This is an optimization exercise on Yosys and OpenROAD, whose aim is small area, a short achievable clock period and few clock cycles per item, not a production implementation. The RTL of this run was laid out without a check of its function. No activity file was given, so power comes from the tool's default toggle rates.

<file path="flow/design.v">
`default_nettype none
package gemm_pkg;
  typedef logic [32-1:0] beat_t;
  typedef logic [2*4*8-1:0] a_tile_t;
  typedef logic [2*4*4-1:0] b_tile_t;
  typedef logic signed [32-1:0] res_t;
  typedef logic [2*2*32-1:0] res_tile_t;
  typedef struct packed {
    a_tile_t a;
    b_tile_t b;
  } operand_t;
  typedef enum logic [2:0] {IDLE, LOAD, COMPUTE, DRAIN, DONE} ctrl_state_t;
endpackage
`default_nettype wire
`timescale 1ns/1ps
`default_nettype none
module tile_mac_s1 (
  input  wire  [31:0] a_row,
  input  wire  [15:0] b_row,
  output wire  [43:0] part
);
  wire e0 = 1'b0 ^ b_row[0];
  wire e1 = (b_row[1] & ~b_row[0] & ~1'b0) | (~b_row[1] & b_row[0] & 1'b0);
  wire e2 = e0 | e1;
  wire p3 = ((e0 & a_row[0])) ^ b_row[1];
  wire p4 = ((e2 & (e1 ? a_row[0] : a_row[1]))) ^ b_row[1];
  wire p5 = ((e2 & (e1 ? a_row[1] : a_row[2]))) ^ b_row[1];
  wire p6 = ((e2 & (e1 ? a_row[2] : a_row[3]))) ^ b_row[1];
  wire p7 = ((e2 & (e1 ? a_row[3] : a_row[4]))) ^ b_row[1];
  wire p8 = ((e2 & (e1 ? a_row[4] : a_row[5]))) ^ b_row[1];
  wire p9 = ((e2 & (e1 ? a_row[5] : a_row[6]))) ^ b_row[1];
  wire p10 = ((e2 & (e1 ? a_row[6] : a_row[7]))) ^ b_row[1];
  wire p11 = ((e2 & (e1 ? a_row[7] : a_row[7]))) ^ b_row[1];
  wire p12 = ~p11;
  wire e13 = b_row[1] ^ b_row[2];
  wire e14 = (b_row[3] & ~b_row[2] & ~b_row[1]) | (~b_row[3] & b_row[2] & b_row[1]);
  wire e15 = e13 | e14;
  wire p16 = ((e13 & a_row[0])) ^ b_row[3];
  wire p17 = ((e15 & (e14 ? a_row[0] : a_row[1]))) ^ b_row[3];
  wire p18 = ((e15 & (e14 ? a_row[1] : a_row[2]))) ^ b_row[3];
  wire p19 = ((e15 & (e14 ? a_row[2] : a_row[3]))) ^ b_row[3];
  wire p20 = ((e15 & (e14 ? a_row[3] : a_row[4]))) ^ b_row[3];
  wire p21 = ((e15 & (e14 ? a_row[4] : a_row[5]))) ^ b_row[3];
  wire p22 = ((e15 & (e14 ? a_row[5] : a_row[6]))) ^ b_row[3];
  wire p23 = ((e15 & (e14 ? a_row[6] : a_row[7]))) ^ b_row[3];
  wire p24 = ((e15 & (e14 ? a_row[7] : a_row[7]))) ^ b_row[3];
  wire p25 = ~p24;
  wire e26 = 1'b0 ^ b_row[4];
  wire e27 = (b_row[5] & ~b_row[4] & ~1'b0) | (~b_row[5] & b_row[4] & 1'b0);
  wire e28 = e26 | e27;
  wire p29 = ((e26 & a_row[8])) ^ b_row[5];
  wire p30 = ((e28 & (e27 ? a_row[8] : a_row[9]))) ^ b_row[5];
  wire p31 = ((e28 & (e27 ? a_row[9] : a_row[10]))) ^ b_row[5];
  wire p32 = ((e28 & (e27 ? a_row[10] : a_row[11]))) ^ b_row[5];
  wire p33 = ((e28 & (e27 ? a_row[11] : a_row[12]))) ^ b_row[5];
  wire p34 = ((e28 & (e27 ? a_row[12] : a_row[13]))) ^ b_row[5];
  wire p35 = ((e28 & (e27 ? a_row[13] : a_row[14]))) ^ b_row[5];
  wire p36 = ((e28 & (e27 ? a_row[14] : a_row[15]))) ^ b_row[5];
  wire p37 = ((e28 & (e27 ? a_row[15] : a_row[15]))) ^ b_row[5];
  wire p38 = ~p37;
  wire e39 = b_row[5] ^ b_row[6];
  wire e40 = (b_row[7] & ~b_row[6] & ~b_row[5]) | (~b_row[7] & b_row[6] & b_row[5]);
  wire e41 = e39 | e40;
  wire p42 = ((e39 & a_row[8])) ^ b_row[7];
  wire p43 = ((e41 & (e40 ? a_row[8] : a_row[9]))) ^ b_row[7];
  wire p44 = ((e41 & (e40 ? a_row[9] : a_row[10]))) ^ b_row[7];
  wire p45 = ((e41 & (e40 ? a_row[10] : a_row[11]))) ^ b_row[7];
  wire p46 = ((e41 & (e40 ? a_row[11] : a_row[12]))) ^ b_row[7];
  wire p47 = ((e41 & (e40 ? a_row[12] : a_row[13]))) ^ b_row[7];
  wire p48 = ((e41 & (e40 ? a_row[13] : a_row[14]))) ^ b_row[7];
  wire p49 = ((e41 & (e40 ? a_row[14] : a_row[15]))) ^ b_row[7];
  wire p50 = ((e41 & (e40 ? a_row[15] : a_row[15]))) ^ b_row[7];
  wire p51 = ~p50;
  wire e52 = 1'b0 ^ b_row[8];
  wire e53 = (b_row[9] & ~b_row[8] & ~1'b0) | (~b_row[9] & b_row[8] & 1'b0);
  wire e54 = e52 | e53;
  wire p55 = ((e52 & a_row[16])) ^ b_row[9];
  wire p56 = ((e54 & (e53 ? a_row[16] : a_row[17]))) ^ b_row[9];
  wire p57 = ((e54 & (e53 ? a_row[17] : a_row[18]))) ^ b_row[9];
  wire p58 = ((e54 & (e53 ? a_row[18] : a_row[19]))) ^ b_row[9];
  wire p59 = ((e54 & (e53 ? a_row[19] : a_row[20]))) ^ b_row[9];
  wire p60 = ((e54 & (e53 ? a_row[20] : a_row[21]))) ^ b_row[9];
  wire p61 = ((e54 & (e53 ? a_row[21] : a_row[22]))) ^ b_row[9];
  wire p62 = ((e54 & (e53 ? a_row[22] : a_row[23]))) ^ b_row[9];
  wire p63 = ((e54 & (e53 ? a_row[23] : a_row[23]))) ^ b_row[9];
  wire p64 = ~p63;
  wire e65 = b_row[9] ^ b_row[10];
  wire e66 = (b_row[11] & ~b_row[10] & ~b_row[9]) | (~b_row[11] & b_row[10] & b_row[9]);
  wire e67 = e65 | e66;
  wire p68 = ((e65 & a_row[16])) ^ b_row[11];
  wire p69 = ((e67 & (e66 ? a_row[16] : a_row[17]))) ^ b_row[11];
  wire p70 = ((e67 & (e66 ? a_row[17] : a_row[18]))) ^ b_row[11];
  wire p71 = ((e67 & (e66 ? a_row[18] : a_row[19]))) ^ b_row[11];
  wire p72 = ((e67 & (e66 ? a_row[19] : a_row[20]))) ^ b_row[11];
  wire p73 = ((e67 & (e66 ? a_row[20] : a_row[21]))) ^ b_row[11];
  wire p74 = ((e67 & (e66 ? a_row[21] : a_row[22]))) ^ b_row[11];
  wire p75 = ((e67 & (e66 ? a_row[22] : a_row[23]))) ^ b_row[11];
  wire p76 = ((e67 & (e66 ? a_row[23] : a_row[23]))) ^ b_row[11];
  wire p77 = ~p76;
  wire e78 = 1'b0 ^ b_row[12];
  wire e79 = (b_row[13] & ~b_row[12] & ~1'b0) | (~b_row[13] & b_row[12] & 1'b0);
  wire e80 = e78 | e79;
  wire p81 = ((e78 & a_row[24])) ^ b_row[13];
  wire p82 = ((e80 & (e79 ? a_row[24] : a_row[25]))) ^ b_row[13];
  wire p83 = ((e80 & (e79 ? a_row[25] : a_row[26]))) ^ b_row[13];
  wire p84 = ((e80 & (e79 ? a_row[26] : a_row[27]))) ^ b_row[13];
  wire p85 = ((e80 & (e79 ? a_row[27] : a_row[28]))) ^ b_row[13];
  wire p86 = ((e80 & (e79 ? a_row[28] : a_row[29]))) ^ b_row[13];
  wire p87 = ((e80 & (e79 ? a_row[29] : a_row[30]))) ^ b_row[13];
  wire p88 = ((e80 & (e79 ? a_row[30] : a_row[31]))) ^ b_row[13];
  wire p89 = ((e80 & (e79 ? a_row[31] : a_row[31]))) ^ b_row[13];
  wire p90 = ~p89;
  wire e91 = b_row[13] ^ b_row[14];
  wire e92 = (b_row[15] & ~b_row[14] & ~b_row[13]) | (~b_row[15] & b_row[14] & b_row[13]);
  wire e93 = e91 | e92;
  wire p94 = ((e91 & a_row[24])) ^ b_row[15];
  wire p95 = ((e93 & (e92 ? a_row[24] : a_row[25]))) ^ b_row[15];
  wire p96 = ((e93 & (e92 ? a_row[25] : a_row[26]))) ^ b_row[15];
  wire p97 = ((e93 & (e92 ? a_row[26] : a_row[27]))) ^ b_row[15];
  wire p98 = ((e93 & (e92 ? a_row[27] : a_row[28]))) ^ b_row[15];
  wire p99 = ((e93 & (e92 ? a_row[28] : a_row[29]))) ^ b_row[15];
  wire p100 = ((e93 & (e92 ? a_row[29] : a_row[30]))) ^ b_row[15];
  wire p101 = ((e93 & (e92 ? a_row[30] : a_row[31]))) ^ b_row[15];
  wire p102 = ((e93 & (e92 ? a_row[31] : a_row[31]))) ^ b_row[15];
  wire p103 = ~p102;
  wire s104 = b_row[13] ^ b_row[1] ^ b_row[5];
  wire c105 = (b_row[13] & b_row[1]) | (b_row[5] & (b_row[13] ^ b_row[1]));
  wire s106 = b_row[9] ^ s104 ^ p29;
  wire c107 = (b_row[9] & s104) | (p29 & (b_row[9] ^ s104));
  wire s108 = p3 ^ p55;
  wire c109 = p3 & p55;
  wire s110 = p81 ^ s108;
  wire c111 = p81 & s108;
  wire s112 = c105 ^ p30 ^ p4;
  wire c113 = (c105 & p30) | (p4 & (c105 ^ p30));
  wire s114 = p56 ^ p82 ^ c109;
  wire c115 = (p56 & p82) | (c109 & (p56 ^ p82));
  wire s116 = c107 ^ c111;
  wire c117 = c107 & c111;
  wire s118 = s112 ^ s114;
  wire c119 = s112 & s114;
  wire s120 = b_row[11] ^ b_row[15] ^ b_row[3];
  wire c121 = (b_row[11] & b_row[15]) | (b_row[3] & (b_row[11] ^ b_row[15]));
  wire s122 = b_row[7] ^ s120 ^ p16;
  wire c123 = (b_row[7] & s120) | (p16 & (b_row[7] ^ s120));
  wire s124 = p31 ^ p42 ^ p5;
  wire c125 = (p31 & p42) | (p5 & (p31 ^ p42));
  wire s126 = p57 ^ p68 ^ p83;
  wire c127 = (p57 & p68) | (p83 & (p57 ^ p68));
  wire s128 = p94 ^ c113 ^ s122;
  wire c129 = (p94 & c113) | (s122 & (p94 ^ c113));
  wire s130 = s124 ^ s126 ^ c115;
  wire c131 = (s124 & s126) | (c115 & (s124 ^ s126));
  wire s132 = c121 ^ p17 ^ p32;
  wire c133 = (c121 & p17) | (p32 & (c121 ^ p17));
  wire s134 = p43 ^ p58 ^ p6;
  wire c135 = (p43 & p58) | (p6 & (p43 ^ p58));
  wire s136 = p69 ^ p84 ^ p95;
  wire c137 = (p69 & p84) | (p95 & (p69 ^ p84));
  wire s138 = c123 ^ c125 ^ c127;
  wire c139 = (c123 & c125) | (c127 & (c123 ^ c125));
  wire s140 = s132 ^ s134 ^ s136;
  wire c141 = (s132 & s134) | (s136 & (s132 ^ s134));
  wire s142 = p18 ^ p33 ^ p44;
  wire c143 = (p18 & p33) | (p44 & (p18 ^ p33));
  wire s144 = p59 ^ p7 ^ p70;
  wire c145 = (p59 & p7) | (p70 & (p59 ^ p7));
  wire s146 = p85 ^ p96 ^ c133;
  wire c147 = (p85 & p96) | (c133 & (p85 ^ p96));
  wire s148 = c135 ^ c137 ^ s142;
  wire c149 = (c135 & c137) | (s142 & (c135 ^ c137));
  wire s150 = s144 ^ c139;
  wire c151 = s144 & c139;
  wire s152 = p19 ^ p34 ^ p45;
  wire c153 = (p19 & p34) | (p45 & (p19 ^ p34));
  wire s154 = p60 ^ p71 ^ p8;
  wire c155 = (p60 & p71) | (p8 & (p60 ^ p71));
  wire s156 = p86 ^ p97 ^ c143;
  wire c157 = (p86 & p97) | (c143 & (p86 ^ p97));
  wire s158 = c145 ^ s152 ^ s154;
  wire c159 = (c145 & s152) | (s154 & (c145 ^ s152));
  wire s160 = c147 ^ s156;
  wire c161 = c147 & s156;
  wire s162 = p20 ^ p35 ^ p46;
  wire c163 = (p20 & p35) | (p46 & (p20 ^ p35));
  wire s164 = p61 ^ p72 ^ p87;
  wire c165 = (p61 & p72) | (p87 & (p61 ^ p72));
  wire s166 = p9 ^ p98 ^ c153;
  wire c167 = (p9 & p98) | (c153 & (p9 ^ p98));
  wire s168 = c155 ^ s162 ^ s164;
  wire c169 = (c155 & s162) | (s164 & (c155 ^ s162));
  wire s170 = c157 ^ s166;
  wire c171 = c157 & s166;
  wire s172 = p10 ^ p21 ^ p36;
  wire c173 = (p10 & p21) | (p36 & (p10 ^ p21));
  wire s174 = p47 ^ p62 ^ p73;
  wire c175 = (p47 & p62) | (p73 & (p47 ^ p62));
  wire s176 = p88 ^ p99 ^ c163;
  wire c177 = (p88 & p99) | (c163 & (p88 ^ p99));
  wire s178 = c165 ^ s172 ^ s174;
  wire c179 = (c165 & s172) | (s174 & (c165 ^ s172));
  wire s180 = c167 ^ s176;
  wire c181 = c167 & s176;
  wire s182 = p100 ^ p12 ^ p22;
  wire c183 = (p100 & p12) | (p22 & (p100 ^ p12));
  wire s184 = p38 ^ p48 ^ p64;
  wire c185 = (p38 & p48) | (p64 & (p38 ^ p48));
  wire s186 = p74 ^ p90 ^ c173;
  wire c187 = (p74 & p90) | (c173 & (p74 ^ p90));
  wire s188 = c175 ^ s182 ^ s184;
  wire c189 = (c175 & s182) | (s184 & (c175 ^ s182));
  wire s190 = c177 ^ s186;
  wire c191 = c177 & s186;
  wire s192 = p101 ^ p23 ^ p49;
  wire c193 = (p101 & p23) | (p49 & (p101 ^ p23));
  wire s194 = p75 ^ c183 ^ c185;
  wire c195 = (p75 & c183) | (c185 & (p75 ^ c183));
  wire s196 = s192 ^ c187;
  wire c197 = s192 & c187;
  wire s198 = 1'b1 ^ p103 ^ p25;
  wire c199 = (1'b1 & p103) | (p25 & (1'b1 ^ p103));
  wire s200 = p51 ^ p77 ^ c193;
  wire c201 = (p51 & p77) | (c193 & (p51 ^ p77));
  assign part = {1'b1, c201, c199, 1'b1, c197, s200, c195, s198, s196, c191, c189, s194, s190, c181, s188, c179, s180, c171, s178, c169, s170, c161, s168, c159, s160, c151, s158, c149, s150, s148, c141, s146, c131, s140, c129, s138, s130, s128, c119, c117, s118, s116, s110, s106};
endmodule
module tile_mac_s2 (
  input  wire  [43:0] part,
  output wire  [13:0] dot
);
  wire s0 = part[4] ^ part[5] ^ part[6];
  wire c1 = (part[4] & part[5]) | (part[6] & (part[4] ^ part[5]));
  wire s2 = part[10] ^ part[11] ^ part[8];
  wire c3 = (part[10] & part[11]) | (part[8] & (part[10] ^ part[11]));
  wire s4 = part[9] ^ c1;
  wire c5 = part[9] & c1;
  wire s6 = part[12] ^ part[13] ^ part[14];
  wire c7 = (part[12] & part[13]) | (part[14] & (part[12] ^ part[13]));
  wire s8 = part[15] ^ c3 ^ s6;
  wire c9 = (part[15] & c3) | (s6 & (part[15] ^ c3));
  wire s10 = part[16] ^ part[17] ^ part[18];
  wire c11 = (part[16] & part[17]) | (part[18] & (part[16] ^ part[17]));
  wire s12 = part[19] ^ c7 ^ s10;
  wire c13 = (part[19] & c7) | (s10 & (part[19] ^ c7));
  wire s14 = part[20] ^ part[21] ^ part[22];
  wire c15 = (part[20] & part[21]) | (part[22] & (part[20] ^ part[21]));
  wire s16 = part[23] ^ c11 ^ s14;
  wire c17 = (part[23] & c11) | (s14 & (part[23] ^ c11));
  wire s18 = part[24] ^ part[25] ^ part[26];
  wire c19 = (part[24] & part[25]) | (part[26] & (part[24] ^ part[25]));
  wire s20 = part[27] ^ c15 ^ s18;
  wire c21 = (part[27] & c15) | (s18 & (part[27] ^ c15));
  wire s22 = part[28] ^ part[29] ^ part[30];
  wire c23 = (part[28] & part[29]) | (part[30] & (part[28] ^ part[29]));
  wire s24 = part[31] ^ c19 ^ s22;
  wire c25 = (part[31] & c19) | (s22 & (part[31] ^ c19));
  wire s26 = part[32] ^ part[33] ^ part[34];
  wire c27 = (part[32] & part[33]) | (part[34] & (part[32] ^ part[33]));
  wire s28 = part[35] ^ c23 ^ s26;
  wire c29 = (part[35] & c23) | (s26 & (part[35] ^ c23));
  wire s30 = part[36] ^ part[37] ^ part[38];
  wire c31 = (part[36] & part[37]) | (part[38] & (part[36] ^ part[37]));
  wire s32 = part[39] ^ c27 ^ s30;
  wire c33 = (part[39] & c27) | (s30 & (part[39] ^ c27));
  wire s34 = part[40] ^ part[41] ^ part[42];
  wire c35 = (part[40] & part[41]) | (part[42] & (part[40] ^ part[41]));
  wire s36 = c31 ^ s34;
  wire c37 = c31 & s34;
  wire [13:0] row_x = {part[43], c35, s36, c29, c25, c21, c17, c13, c9, c5, s2, part[7], part[2], part[0]};
  wire [13:0] row_y = {1'b0, c37, c33, s32, s28, s24, s20, s16, s12, s8, s4, s0, part[3], part[1]};
  assign dot = row_x + row_y;
endmodule
`default_nettype wire
`timescale 1ns/1ps
`default_nettype none
module w4a8_gemm_top (
  input  wire         ap_clk,
  input  wire         areset,
  input  wire         ap_start,
  input  wire         write_result,
  input  wire         a_req,
  input  wire  [31:0] a_data,
  input  wire         b_req,
  input  wire  [31:0] b_data,
  input  wire         out_ready,
  output wire         ap_idle,
  output wire         ap_done,
  output wire         ap_ready,
  output wire         a_ack,
  output wire         b_ack,
  output wire         out_valid,
  output wire  [31:0] out_data
);
  logic        run;        
  logic        done_q;
  logic        wr_q;
  logic        ack_a, ack_b;
  logic [1:0]  a_cnt;      
  logic        b_got;      
  logic [2:0]  cur;        
  logic [2:0]  sq;         
  logic        phit;       
  logic        ov;         
  logic [44-1:0] preg;
  logic [13:0] oreg;
  logic [31:0] areg;
  logic [31:0] breg;
  logic [44-1:0] part;
  logic [13:0] dot;
  wire xfer    = ov & out_ready;
  function automatic logic ok(input logic [2:0] w);
    ok = run & wr_q & b_got & ~w[2] & (w[1] ? (a_cnt == 2'd2) : (a_cnt == 2'd1));
  endfunction
  wire ld_rdy  = run & phit;
  wire o_free  = ~ov | out_ready;
  wire load    = ld_rdy & o_free;
  wire [2:0] cur_p1 = cur + 3'd1;
  wire [2:0] cur_p2 = cur + 3'd2;
  wire [2:0] cur_n  = load ? cur_p1 : cur;
  wire sq_ok   = ok(sq);
  wire hit0    = sq_ok & (sq == cur);
  wire hit1    = sq_ok & (sq == cur_p1);
  wire [2:0] sq_n0  = hit0 ? cur_p1 : cur;
  wire [2:0] sq_n1  = hit1 ? cur_p2 : cur_p1;
  wire [2:0] sq_n   = load ? sq_n1 : sq_n0;
  wire a_free  = (a_cnt == 2'd0) | ((a_cnt == 2'd1) & (~wr_q | cur[1]));
  wire a_free1 = (a_cnt == 2'd1) & cur[0] & ld_rdy;
  wire take_a  = run & a_req & ~ack_a & (a_free | (a_free1 & o_free));
  wire take_b  = run & b_req & ~ack_b & ~b_got;
  wire tiles   = (a_cnt == 2'd2) & ~ack_a & b_got & ~ack_b;
  wire fin     = run & tiles & (~wr_q | (cur[2] & (~ov | out_ready)));
  tile_mac_s1 mac_s1 (
    .a_row (areg),
    .b_row (sq[0] ? breg[31:16] : breg[15:0]),
    .part  (part)
  );
  tile_mac_s2 mac_s2 (
    .part  (preg),
    .dot   (dot)
  );
  always_ff @(posedge ap_clk) begin
    if (areset) begin
      run    <= 1'b0;
      done_q <= 1'b0;
      wr_q   <= 1'b0;
      ack_a  <= 1'b0;
      ack_b  <= 1'b0;
      a_cnt  <= '0;
      b_got  <= 1'b0;
      cur    <= '0;
      sq     <= '0;
      phit   <= 1'b0;
      ov     <= 1'b0;
    end else begin
      done_q <= fin;
      if (~run) begin
        if (ap_start & ~done_q) begin
          run   <= 1'b1;
          wr_q  <= write_result;
          a_cnt <= '0;
          b_got <= 1'b0;
          cur   <= '0;
          sq    <= '0;
        end
      end else if (fin) begin
        run <= 1'b0;
      end
      if (take_a) begin
        ack_a <= 1'b1;
        a_cnt <= a_cnt + 2'd1;
      end else if (~a_req) begin
        ack_a <= 1'b0;
      end
      if (take_b) begin
        ack_b <= 1'b1;
        b_got <= 1'b1;
      end else if (~b_req) begin
        ack_b <= 1'b0;
      end
      if (run) begin
        cur  <= cur_n;
        sq   <= sq_n;
      end
      phit <= load ? hit1 : hit0;
      if (load) begin
        ov   <= 1'b1;
      end else if (xfer) begin
        ov   <= 1'b0;
      end
    end
  end
  always_ff @(posedge ap_clk) begin
    if (take_a) areg <= a_data;
    if (take_b) breg <= b_data;
    preg <= part;
    if (load)   oreg <= dot;
  end
  assign ap_idle   = ~run;
  assign ap_done   = done_q;
  assign ap_ready  = done_q;
  assign a_ack     = ack_a;
  assign b_ack     = ack_b;
  assign out_valid = ov;
  assign out_data  = {{18{oreg[13]}}, oreg};
endmodule
`default_nettype wire
</file>
<file path="flow/flow/run.sh">
#!/bin/bash
set -euo pipefail
D=$PWD
SETUP_MARGIN=${SETUP_MARGIN:-5}
bash standard.sh synth > synth.log 2>&1
make -C "$FLOW_HOME" DESIGN_CONFIG=$D/config.mk WORK_HOME=$D/orfs CLKGATE_MAP_FILE= \
  SYNTH_SCRIPT=$D/synth_recipe.tcl \
  BUFFER_PORTS_ARGS="-buffer_cell sky130_fd_sc_hd__buf_2" \
  CTS_ARGS="-sink_clustering_enable -repair_clock_nets -dont_use_dummy_load -buf_list {sky130_fd_sc_hd__clkbuf_4 sky130_fd_sc_hd__clkbuf_8}" \
  SETUP_SLACK_MARGIN=$SETUP_MARGIN finish > layout.log 2>&1
R=$D/orfs/results/sky130hd/w4a8_gemm_top/base
: # left out here: write the final layout as DEF
</file>
<file path="flow/standard.sh">
#!/bin/bash
# synth_recipe.tcl (not shown) runs the flow's synth.tcl, then flattens the netlist and writes it again
# the make line also repeats each setting of config.mk as NAME=value (left out here)
make -C /OpenROAD-flow-scripts/flow DESIGN_CONFIG=/design/flow/config.mk WORK_HOME=/design/flow/orfs CLKGATE_MAP_FILE= SYNTH_SCRIPT=/design/flow/synth_recipe.tcl "${@:-finish}"
</file>
<file path="flow/config.mk">
export PLATFORM = sky130hd
export DESIGN_NAME = w4a8_gemm_top
export DESIGN_NICKNAME = w4a8_gemm_top
export VERILOG_FILES = /design/flow/design.v
export SDC_FILE = /design/flow/constraint.sdc
export NUM_CORES = 4
export LEC_CHECK = 0
export ABC_AREA = 1
export CAP_MARGIN = 20
export CORE_MARGIN = 2
export CORE_UTILIZATION = 50
export CTS_BUF_LIST = sky130_fd_sc_hd__clkbuf_4 sky130_fd_sc_hd__clkbuf_8
export GPL_TIMING_DRIVEN = 1
export SLEW_MARGIN = 20
</file>
<file path="flow/constraint.sdc">
create_clock -name core_clock -period 8.0 [get_ports {ap_clk}]
set_input_delay 1.6000 -clock core_clock [delete_from_list [all_inputs] [get_ports {ap_clk}]]
set_output_delay 1.6000 -clock core_clock [all_outputs]
set_load 0.01 [all_outputs]
</file>
==> reports/metrics.yaml <==
run_status:
  status: "finished clean"
global_routing:
  grt_max_degree: 35
  grt_pass1_wl_mm: 28.0
  grt-ovfl-total: 0
  grt_use_total_pct: 20.8
  grt_pass1_vias: 5598
  antenna_found_initial: 0
critical_path:
  critPathLaunchType: "register"
  cp.required_ns: 6.40
  crit_arrival_ns: 1.31
  crit_slowest_cell: "dfxtp_1"
  critPathTopFamily: "flip-flops"
  crit_chain: "inv_1 > buf_2"
  cp.buffers_inverters: 2
  critPathMaxStageDelay_ns: 0.56
  worstSetupPathType: "register to primary output"
  crit_fanout: 10
  worstSetupEndpointType: "primary output"
drt:
  drt-vias-per-instance: 4.97
  drt_iter0_drc: 344
  route.detailed.drc: 0
  wl_per_cell_um: 15.5
  dr.pass1.iters: 5
  postRouteAntennaNets: 0
  wl_mm: 18.1
  vias: 5804
sta:
  fin_crit_sh_pct: 36.4
  holdWs_ns: 0.483
  max_freq_mhz: 343
  maxSlewViolCount: 0
  skew_ns: 0.0249
  worstMarginPinSlew_ns: 0.635
  final-hold-violation-count: 0
  min_period_ns: 2.91
  fin_tns_setup_ns: 0
  setup_violations: 0
  rsz0062_at_grt: "true"
  relSlewSlack_pct: 57.6
finish:
  drive_above_1_share_pct: 20.9
  final_common_cell: "inv_1"
  num_antenna_cells: 0
  layout_common_cells: "164 x inv_1, 140 x nand2_1, 108 x buf_2"
  nets: 1110
  nFillCells: 1430
  multi_input_area_um2: 3860
  seq_area_um2: 3510
  synthToLayoutAreaGrowth_pct: 13.3
yosys:
  ys_async_sr_fraction_pct: 0
  synth-edff-count: 78
  synth-main-ff-cell: "edfxtp_1"
  synth_nets: 1001
  yosys_warnings: 1
  synth_cell_types: 42
  ys_seq_elements: 136
  syn_area_um2: 8190
  syn_inst: 844
  yosysSeqAreaShare_pct: 42.8
  syn_avg_cell_area_um2: 9.70
placed_design:
  port-buffer-count: 108
  gp_congestion: 0.900
  hpwl_mm: 14.0
floorplan:
  die_h_um: 132
  die_w_um: 132
  coreArea_um2: 15900
  start_util_pct: 51.3
  rows: 46
  dieArea_um2: 17400
  pin_count: 109
clock_network:
  cts_root_buf: "clkbuf_8"
  tritoncts: "yes"
  worstSkewPairLatency_ns: 0.45
  hold_buffers: 0
  cts_sinks: 136
  clk_pin_slew_ns: 0.06
  cts_buffer_depth: 2
  numCtsBuffers: 17
  htreeDepth: 4
pwr:
  switchingPower_mw: 1.03
  seq_power_share_pct: 35.4
  leakage_nw: 4.29
  power.density_nw_per_um2: 288
  intPower_mw: 1.64
  power_frac_comb_pct: 49.3
  pwr-share-clk_pct: 15.3
  swShare_pct: 38.5
  ir_drop_uv: 217
worst_hold_path:
  hp-class: "register to register"
job:
  max_cap_violations: 0
-- sequential cells by signal, summed over array words and instances, names as in the netlist --
register and count:
phit 1, cur 3, sq 3, ack_a 1, breg 32, mac_s2.part 42
wr_q 1, areg 32, ack_b 1, oreg 14, b_got 1, a_cnt 2
done_q 1, ov 1, run 1
-- worst register-to-register path: cells and delay by family, from the launching register on --
| kind | cells | cell delay, ns |
|---|---|---|
| and+or+nand+nor | 3 | 0.27 |
| DFF | 1 | 0.43 |
| AOI/OAI and AO/OA | 2 | 0.22 |
| buffers and inverters | 4 | 0.46 |
| adders and majority gates | 3 | 1.23 |
| xor gates and xnor gates | 1 | 0.19 |
-- timing repair --
item                                    4_1_cts  5_1_grt
gates resized for setup                      14       19
gates cloned                                  0        2
pin swaps                                     1        4
endpoints found under the setup margin       37       50
setup buffers                                 2       11
-- layer usage --
metal	track usage (%)	vias to the layer above	routed length, um
met5	0	-	0
met4	7.73	0	432
met3	4.04	21	808
met2	35.1	165	8810
met1	26.8	2717	8010
li1	-	2901	-
-- power groups by stage --
stage | registers [mW] | clock network (mW) | logic (mW)
floorplan | 0.948 | 0 | 0.964
global placement | 0.961 | 0 | 1.18
detailed placement | 0.962 | 0 | 1.21
CTS | 0.946 | 0.422 | 1.22
global route | 0.953 | 0.453 | 1.53
finish | 0.945 | 0.408 | 1.32
-- logic make-up (layout without fill, tap and decap cells) --
kind of cell	count (synthesis)	after routing	synth area share, %
buffers and inverters	216	323	11.2
AND/OR/NAND/NOR	210	210	10.9
AO/OA/AOI/OAI	145	145	11.4
flip-flops	136	136	42.8
adder cells (fa/ha/maj)	86	86	18.2
XOR/XNOR	51	51	5.46
-- final cells by class --
cell class	instances	area share (%)
inverter	181	7.53
tap	216	2.91
timing repair buffer	124	7.45
sequential	136	37.8
timing repair inverter	1	0.0810
clock buffer	17	2.52
multi-input combinational	492	41.7
-- path summary, 6_finish.rpt --
check | from | endpoint | slack, ns | cells past startpoint
max | run | ap_idle | 5.09 | 2
min reg2reg | phit | ov | 0.48 | 2
min | phit | ov | 0.48 | 2
max reg2reg | sq[0] | mac_s2.part[27] | 5.11 | 13
-- metrics by stage --
stage                     std cells  cell area, um^2  util, %  power, mW  setup WS, ns
after floorplan                 844             8200        -       1.91          5.00
after global placement         1135             8790     55.1       2.14          4.56
after detailed placement       1135             8790     55.1       2.18          4.45
after CTS                      1154             9090     57.0       2.59          4.99
after global routing           1167             9270     58.2       2.94          4.94
final                          1167             9270     58.2       2.67          5.09
-- Yosys cell counts, types with 3 or more instances --
master / instances / area [um^2]
inv_1: 167 / 627
nand2_1: 144 / 541
edfxtp_1: 78 / 2340
dfxtp_1: 58 / 1160
fa_1: 55 / 1100
xor2_1: 46 / 403
o21ai_0: 44 / 220
ha_1: 31 / 388
a21oi_1: 25 / 125
nor2_1: 23 / 86.3
o22ai_1: 21 / 131
buf_4: 20 / 150
o211ai_1: 19 / 143
nand3_1: 18 / 90.1
inv_2: 12 / 45.0
buf_2: 8 / 40.0
o21ai_2: 8 / 70.1
o22ai_2: 7 / 87.6
nand4_1: 6 / 37.5
o21ai_1: 6 / 30.0
xnor2_1: 5 / 43.8
a211oi_1: 4 / 30.0
a31oi_1: 4 / 25.0
clkbuf_1: 4 / 15.0
nor3_1: 4 / 20.0
or2_1: 4 / 25.0
nand2_2: 3 / 18.8

what the ideal ports hide:
The results above use ideal ports. As a check the final layout listed here was re-extracted and re-timed, cells and wires unchanged.
Step 1, drivers: a clkbuf_16 drives ap_clk and a buf_2 each remaining input, both assumed.
Step 2, shift: input delay + t, output delay - t, t = (earliest + latest rising clock arrival at the registers) / 2. This alone moves slack from input paths to output paths.
Three values: ideal ports, drivers, drivers and shift; two values: the first two.
t (ns): 0.473
setup WS [ns]: 5.089 / 5.049 / 4.757
clock arrival spread, ns: 0.025 / 0.025
After both steps this run still meets setup and hold. For this run, drivers alone change the setup slack by -0.040 ns; drivers and shift together by -0.332 ns.
